This is an optimization exercise on Yosys and OpenROAD, whose aim is small area and few clock cycles, not a production implementation. Function was checked by simulation only, so behaviour that the tests miss may differ from the original. Power is estimated from default activity; no workload was simulated.

## flow/design.v

```verilog
`timescale 1ns/1ns
`default_nettype none
module crc16_word
(
    input  logic [15:0] crc_in,
    input  logic [31:0] data_in,
    output logic [15:0] crc_out
);
    logic fb;
    always_comb begin
        crc_out = crc_in;
        fb = 1'b0;
        for (int i = 31; i >= 0; i--) begin
            fb = crc_out[15] ^ data_in[i];
            crc_out = {crc_out[14:0], 1'b0} ^ (fb ? 16'h1021 : 16'h0000);
        end
    end
endmodule
`default_nettype wire
`timescale 1ns/1ns
`default_nettype none
module in_port
#(
    parameter int DEPTH = 17
)
(
    input  logic        clk,
    input  logic        rst_n,
    input  logic        vld,
    input  logic        sop,
    input  logic        eop,
    input  logic [31:0] data,
    output logic        in_ready,
    output logic [31:0] rd_data,    
    output logic        avail,      
    input  logic        rd_adv,     
    input  logic        rd_pkt      
);
    localparam int AW = $clog2(DEPTH);
    logic [31:0]   mem [DEPTH];
    logic [AW-1:0] wcur, dptr, rptr;
    logic [AW:0]   used, npk;
    logic          recv, bad, dpend;
    logic [4:0]    len, cnt;
    logic [1:0]    prio, dest;
    logic [15:0]   crc, crc_nxt;
    logic [4:0]    hlen;
    logic          fits, take_hdr, take_dat, word_ok, good_end, wen;
    logic [AW-1:0] waddr;
    logic [31:0]   wdata;
    logic [AW:0]   add, sub;
    function automatic logic [AW-1:0] inc(input logic [AW-1:0] p);
        inc = (p == AW'(DEPTH - 1)) ? '0 : p + 1'b1;
    endfunction
    crc16_word crc16 (
        .crc_in  (crc),
        .data_in (data),
        .crc_out (crc_nxt)
    );
    assign hlen = data[4:0];
    assign fits     = hlen > 5'd16 || (used + hlen + 1'b1) <= (AW+1)'(DEPTH);
    assign in_ready = ~recv & fits;
    assign take_hdr = in_ready & vld & sop;
    assign take_dat = recv & vld;
    assign word_ok  = ~bad & (cnt != len);
    assign good_end = take_dat & eop & word_ok & (cnt + 1'b1 == len);
    assign wen   = dpend | (take_dat & word_ok);
    assign waddr = dpend ? dptr : wcur;
    assign wdata = dpend ? {7'd0, dest, prio, len, crc} : data;
    always_ff @(posedge clk) begin
        if (wen) begin
            mem[waddr] <= wdata;
        end
    end
    assign rd_data = mem[rptr];
    assign avail   = (npk != '0);
    always_ff @(posedge clk) begin
        if (take_hdr) begin
            len  <= hlen;
            prio <= data[6:5];
            dest <= data[8:7];
        end
    end
    always_ff @(posedge clk) begin
        if (take_hdr) begin
            crc <= 16'hFFFF;
            cnt <= '0;
            bad <= hlen > 5'd16;
            dptr <= wcur;
        end else if (take_dat) begin
            if (word_ok) begin
                crc <= crc_nxt;
                cnt <= cnt + 1'b1;
            end else begin
                bad <= 1'b1;
            end
        end
    end
    assign add = good_end ? (AW+1)'(len) + 1'b1 :
                 (take_hdr & eop & (hlen == '0)) ? (AW+1)'(1) : '0;
    assign sub = rd_adv ? (AW+1)'(1) : '0;
    always_ff @(posedge clk) begin
        if (!rst_n) begin
            recv  <= 1'b0;
            dpend <= 1'b0;
            wcur  <= '0;
            rptr  <= '0;
            used  <= '0;
            npk   <= '0;
        end else begin
            used  <= used + add - sub;
            npk   <= npk + (dpend ? 1'b1 : 1'b0) - (rd_pkt ? 1'b1 : 1'b0);
            dpend <= 1'b0;
            if (rd_adv) begin
                rptr <= inc(rptr);
            end
            if (take_hdr) begin
                recv <= ~eop;
                if (hlen == '0 || (~eop && hlen <= 5'd16)) begin
                    wcur <= inc(wcur);        
                end
                dpend <= eop & (hlen == '0);
            end else if (take_dat) begin
                if (word_ok) begin
                    wcur <= inc(wcur);
                end
                if (eop) begin
                    recv  <= 1'b0;
                    dpend <= good_end;
                    if (!good_end) begin
                        wcur <= dptr;         
                    end
                end
            end
        end
    end
endmodule
`default_nettype wire
`timescale 1ns/1ns
`default_nettype none
module switch_ingress
#(
    parameter int DEPTH = 17
)
(
    input  logic        clk,
    input  logic        rst_n,
    input  logic        in0_vld,
    input  logic        in0_sop,
    input  logic        in0_eop,
    input  logic [31:0] in0_data,
    input  logic        in1_vld,
    input  logic        in1_sop,
    input  logic        in1_eop,
    input  logic [31:0] in1_data,
    output logic        in_ready0,
    output logic        in_ready1,
    output logic        out_vld,
    output logic        out_sop,
    output logic        out_eop,
    output logic        out_src,
    output logic [1:0]  out_dest,
    output logic [31:0] out_data,
    input  logic        out_ready
);
    logic [31:0] rd0, rd1, rd;
    logic        av0, av1;
    logic        busy, src, insop, last, ready_q;
    logic [4:0]  rem;
    logic [1:0]  dest_q;
    logic        pick1, start, cur, xfer;
    in_port #(.DEPTH(DEPTH)) port0 (
        .clk      (clk),
        .rst_n    (rst_n),
        .vld      (in0_vld),
        .sop      (in0_sop),
        .eop      (in0_eop),
        .data     (in0_data),
        .in_ready (in_ready0),
        .rd_data  (rd0),
        .avail    (av0),
        .rd_adv   (xfer & ~cur),
        .rd_pkt   (xfer & ~cur & out_sop)
    );
    in_port #(.DEPTH(DEPTH)) port1 (
        .clk      (clk),
        .rst_n    (rst_n),
        .vld      (in1_vld),
        .sop      (in1_sop),
        .eop      (in1_eop),
        .data     (in1_data),
        .in_ready (in_ready1),
        .rd_data  (rd1),
        .avail    (av1),
        .rd_adv   (xfer & cur),
        .rd_pkt   (xfer & cur & out_sop)
    );
    assign pick1 = av1 & (~av0 | (rd1[22:21] > rd0[22:21]) |
                          ((rd1[22:21] == rd0[22:21]) & ~last));
    assign start = ~busy & (av0 | av1) & ready_q;
    assign cur   = busy ? src : pick1;
    assign rd    = cur ? rd1 : rd0;
    assign out_vld  = busy | start;
    assign out_sop  = ~busy | insop;
    assign out_eop  = out_sop ? (rd[20:16] == '0) : (rem == 5'd1);
    assign out_src  = cur;
    assign out_dest = out_sop ? rd[24:23] : dest_q;
    assign out_data = rd;
    assign xfer     = out_vld & out_ready;
    always_ff @(posedge clk) begin
        if (xfer & out_sop) begin
            dest_q <= rd[24:23];
        end
        if (xfer) begin
            rem <= out_sop ? rd[20:16] : rem - 1'b1;
        end
        if (~busy) begin
            src <= pick1;
        end
    end
    always_ff @(posedge clk) begin
        if (!rst_n) begin
            busy    <= 1'b0;
            insop   <= 1'b1;
            last    <= 1'b1;
            ready_q <= 1'b0;
        end else begin
            ready_q <= out_ready;
            if (start) begin
                last <= pick1;
            end
            if (xfer & out_eop) begin
                busy  <= 1'b0;
                insop <= 1'b1;
            end else if (out_vld) begin
                busy  <= 1'b1;
                insop <= out_sop & ~xfer;
            end
        end
    end
endmodule
`default_nettype wire
```

## flow/run.sh

```bash
#!/bin/bash
# synth_recipe.tcl (not shown) runs the flow's synth.tcl, then flattens the netlist and writes it again
# the make line also repeats each setting of config.mk as NAME=value (left out here)
make -C /OpenROAD-flow-scripts/flow DESIGN_CONFIG=/design/flow/config.mk WORK_HOME=/design/flow/orfs CLKGATE_MAP_FILE= SYNTH_SCRIPT=/design/flow/synth_recipe.tcl finish
```

## flow/config.mk

```make
export PLATFORM = sky130hd
export DESIGN_NAME = switch_ingress
export DESIGN_NICKNAME = switch_ingress
export VERILOG_FILES = /design/flow/design.v
export SDC_FILE = /design/flow/constraint.sdc
export NUM_CORES = 4
export LEC_CHECK = 0
export CAP_MARGIN = 20
export CORE_MARGIN = 2
export CORE_UTILIZATION = 40
export PLACE_DENSITY = 0.6
export SLEW_MARGIN = 20
```

## flow/constraint.sdc

```tcl
create_clock -name core_clock -period 7.5 [get_ports {clk}]
set_input_delay 1.5000 -clock core_clock [delete_from_list [all_inputs] [get_ports {clk}]]
set_output_delay 1.5000 -clock core_clock [all_outputs]
set_load 0.01 [all_outputs]
```

==> results.txt <==
[state kept, by name, summed over array words and instances, names as in the netlist, 6 cells and up, named ones only]
name	flops
port0.crc	16
port0.used	6
port1.mem	544
port1.crc	16
port0.mem	544
port1.npk	6
port1.used	6
port0.npk	6
[kinds of logic after synthesis]
kind of cell / after synthesis / share of synthesized area, %
flip-flops: 1230 / 69.57
multiplexers: 417 / 15.95
AND/OR/NAND/NOR: 347 / 3.263
XOR/XNOR: 252 / 5.094
AO/OA/AOI/OAI: 223 / 2.821
buffers and inverters: 213 / 1.557
adder cells (fa/ha/maj): 68 / 1.737
[stage by stage]
| stage | instances | power [W] | hold slack [ns] | setup slack [ns] |
|---|---|---|---|---|
| 2_1_floorplan | 2750 | 0.01440 | 0.4064 | 0.6034 |
| 3_3_place_gp | 4459 | 0.01622 | 0.4860 | 1.231 |
| 3_5_place_dp | 4460 | 0.01625 | 0.5046 | 1.143 |
| 4_1_cts | 4700 | 0.02248 | 0.5128 | 0.3081 |
| 5_1_grt | 4702 | 0.02342 | 0.5266 | 0.1193 |
| 6_report | 4702 | 0.02230 | 0.5102 | 0.4016 |
[worst register-to-register path, stage by stage (launching register included)]
cell,delay (ns)
dfxtp_4,0.55
mux4_2,0.56
mux4_2,0.48
mux2_2,0.29
ha_1,0.30
nand2b_1,0.11
a21oi_1,0.07
a31oi_1,0.15
nor2_1,0.10
o31ai_4,0.55
buf_4,0.29
nand2_1,0.11
inv_1,0.24
ha_1,0.25
inv_1,0.06
ha_1,0.30
a21o_1,0.19
a21oi_1,0.24
o21bai_1,0.11
a21oi_1,0.18
xnor2_1,0.16
nand3_1,0.09
and3b_1,0.20
[power groups by stage]
stage | sequential, W | combinational, W | clock, W
finish | 0.00778 | 0.00834 | 0.00618
global route | 0.00780 | 0.00905 | 0.00657
CTS | 0.00778 | 0.00839 | 0.00631
detailed placement | 0.00792 | 0.00833 | 0
global placement | 0.00791 | 0.00831 | 0
floorplan | 0.00786 | 0.00654 | 0
[Yosys cell counts (all sizes together), types with 3 or more instances]
cell	instances	area, um2
xor2	86	813.3
a31oi	10	62.56
o21bai	4	30.03
o22ai	6	37.54
nand4	10	62.56
o31ai	3	22.52
or3	5	31.28
nand2b	8	50.05
nor3	9	45.04
nand3b	4	30.03
and3	6	37.54
o211ai	17	127.6
nor2	100	375.4
buf	40	153.9
nand3	18	90.09
nor4	8	56.30
mux4	319	7184
mux2i	47	470.5
xnor2	160	1672
a221oi	4	35.03
xnor3	4	92.59
a22oi	16	120.1
dfxtp	105	2102
nor3b	6	45.04
nor2b	48	300.3
a211oi	28	210.2
inv	86	322.8
clkbuf	86	322.8
and2	22	137.6
mux2	51	574.3
o21a	4	30.03
a21o	5	37.54
edfxtp	1125	33780
fa	6	120.1
o32ai	4	35.03
o21ai	35	175.2
nand2	95	356.6
ha	62	775.7
a21oi	62	310.3
a21boi	10	75.07
[per-layer routing]
metal | vias to the layer above | wire (um) | global-route usage [%]
met1 | 13940 | 55430 | 27.35
li1 | 11310 | - | -
met4 | 0 | 2311 | 4.825
met2 | 850 | 62980 | 32.31
met5 | - | 0 | 0
met3 | 153 | 7798 | 3.092
[cell type report]
class | count | area share, %
clock inverters | 80 | 1.189
repair buffers | 176 | 2.771
well taps | 1662 | 3.510
multi-input cells | 1307 | 25.60
flip-flops and latches | 1230 | 60.62
inverters | 87 | 0.5513
clock buffers | 160 | 5.754
[cells in the final DEF, fill, tap and decap left out, types with 43 or more instances in the layout]
cell / instances
ha_1: 62
edfxtp_1: 1125
clkbuf_16: 132
dfxtp_1: 93
xor2_1: 78
buf_4: 61
a21oi_1: 62
nor2_1: 68
mux4_2: 319
mux2_2: 51
clkdlybuf4s50_1: 111
nand2_1: 95
inv_1: 85
xnor2_1: 130
nor2b_1: 43
mux2i_1: 47
[worst max-delay path by stage]
stage                   from            to  slack, ns  cells after the start
floorplan           register  out_data[22]       0.60                     15
global placement    register   out_data[2]       1.23                     13
detailed placement  register   out_data[2]       1.14                     13
CTS                 register   out_data[2]       0.31                     13
global route        register   out_data[2]       0.12                     13
finish              register   out_data[2]       0.40                     13
==> flow_summary.toml <==
[status]
status = "finished clean"

[cells_and_area]
syn_to_final_growth_pct = 14.85
seq_area_um2 = 35910
finalCoreUtilization_pct = 46.39
filler_cell_count = 10600
multi_input_area_um2 = 15170
nNetsFinal = 3074
n_antenna_cell = 0
drive_gt1_share_pct = 23.78
fin_area_um2 = 59240

[yosys]
synth-edff-count = 1125
synth_area_um2 = 51580
yosysWarnings = 3
synth.distinct_cells = 64
ys_ff_latch = 1230
async_reset_ff_share_pct = 0
syn_nets = 2891
syn_area_per_cell_um2 = 18.76
synth_ff_type = "edfxtp_1"
synth_seq_area_share_pct = 69.57
syn_inst = 2750

[worst_setup_path]
crit_chain = "mux4_2, mux4_2, mux2_2, ha_1, nand2b_1, a21oi_1, a31oi_1, nor2_1, o31ai_4, buf_4, a211oi_1, a21oi_1, clkdlybuf4s50_1"
rr_worst_depth = 22
critPathTopFamily = "multiplexers"
crit_path_start_kind = "register"
regToRegSetupSlack_ns = 1.82
critical_path_buf_inv_count = 2
cp-end-kind = "primary output"
worstSetupPathType = "reg2out"
cpMaxStageDelayCell = "buf_4"
cp.arrival_ns = 5.60
crit_fanout = 46
crit-reg2reg-capture = "port1.used[5]"
cp.required_ns = 6.00
slowest_delay_ns = 0.60

[hold_path]
hold_class = "reg2reg"
hold_start = "port1.crc[10]"
whs_path_depth = 2
min_to = "port1.crc[10]"

[die]
die_w_um = 363.1
core_area_um2 = 127700
dieArea_um2 = 131800
io_pins = 113
rows = 131
initial_core_util_pct = 40.40
die_y_um = 363.1

[cts]
cts.sinks = 1230
clk_latency_ns = 0.74
htreeDepth = 4
cts_root_buf = "clkbuf_16"
cts_buffer_depth = 3
cts_tree = "built"
cts.hold.buffers_added = 0
cts_resized = 0
clk_pin_slew_worst_paths_ns = 0.06
numCtsBuffers = 131
post_cts.repair.setup_buffers = 0

[power]
p_int_w = 0.01511
p_sw_w = 0.007194
seq_power_share_pct = 34.9
switching_share_pct = 32.26
leakage_nw = 18.56
vdd_drop_max_mv = 0.8351
clockPowerShare_pct = 27.7
comb_power_share_pct = 37.4
power_density_nw_per_um2 = 376.5

[timing]
fin_crit_sh_pct = 94.65
setup-tns-final_ns = 0
max_slew_margin_pct = 21.89
worstMarginPinSlew_ns = 1.139
fin_crit_ns = 7.098
rsz0062_at_grt = "no"
fin_skew_ns = 0.02484
hold_viol = 0
slew_violations = 0
setup_violations = 0
max_freq_mhz = 140.9

[routing]
viasPerCell = 5.583
drtIter0Drc = 2855
postRouteAntennaNets = 0
routedWlPerCell_um = 27.33
dr.pass1.iters = 5
num_vias = 26250
drc = 0
routed_wl_mm = 128.5

[place]
dp_hpwl_mm = 79.76
io_buffer_count = 112
placed_area_um2 = 55060
globalplace.congestion = 0.8103

[global_route]
grt_max_degree = 115
antenna_found_initial = 3
grt_pass1_vias = 27330
grt_usage_pct = 19.61
overflow = 0
grt_pass1_wl_mm = 187.5

[job]
drv_cap = 0
Testbench counts, summed over its fixed seeds: cycles 15,832.

==> what the ideal ports hide <==
No port has a modelled driver above. Below, the same layout with a new extraction and two added sets of constraints. Step 1: set_driving_cell puts a clkbuf_16 on clk and a buf_2 on each other input, an assumption about the parent block. Step 2 adds t to the input delays and takes it off the output delays; t is the mean of the earliest and latest rising clock arrival at the registers after step 1. Input paths then give back, and output paths get back, about the clock's delay inside the block. a / b / c = no drivers / after step 1 / after step 2; a / b = the first two.
shift t [ns]: 0.798
setup slack, ns: 0.402 / 0.336 / 1.134
worst setup path after step 2: register to output
After both steps this run still meets setup and hold. For this run, drivers alone change the setup slack by -0.066 ns; drivers and shift together by +0.732 ns.
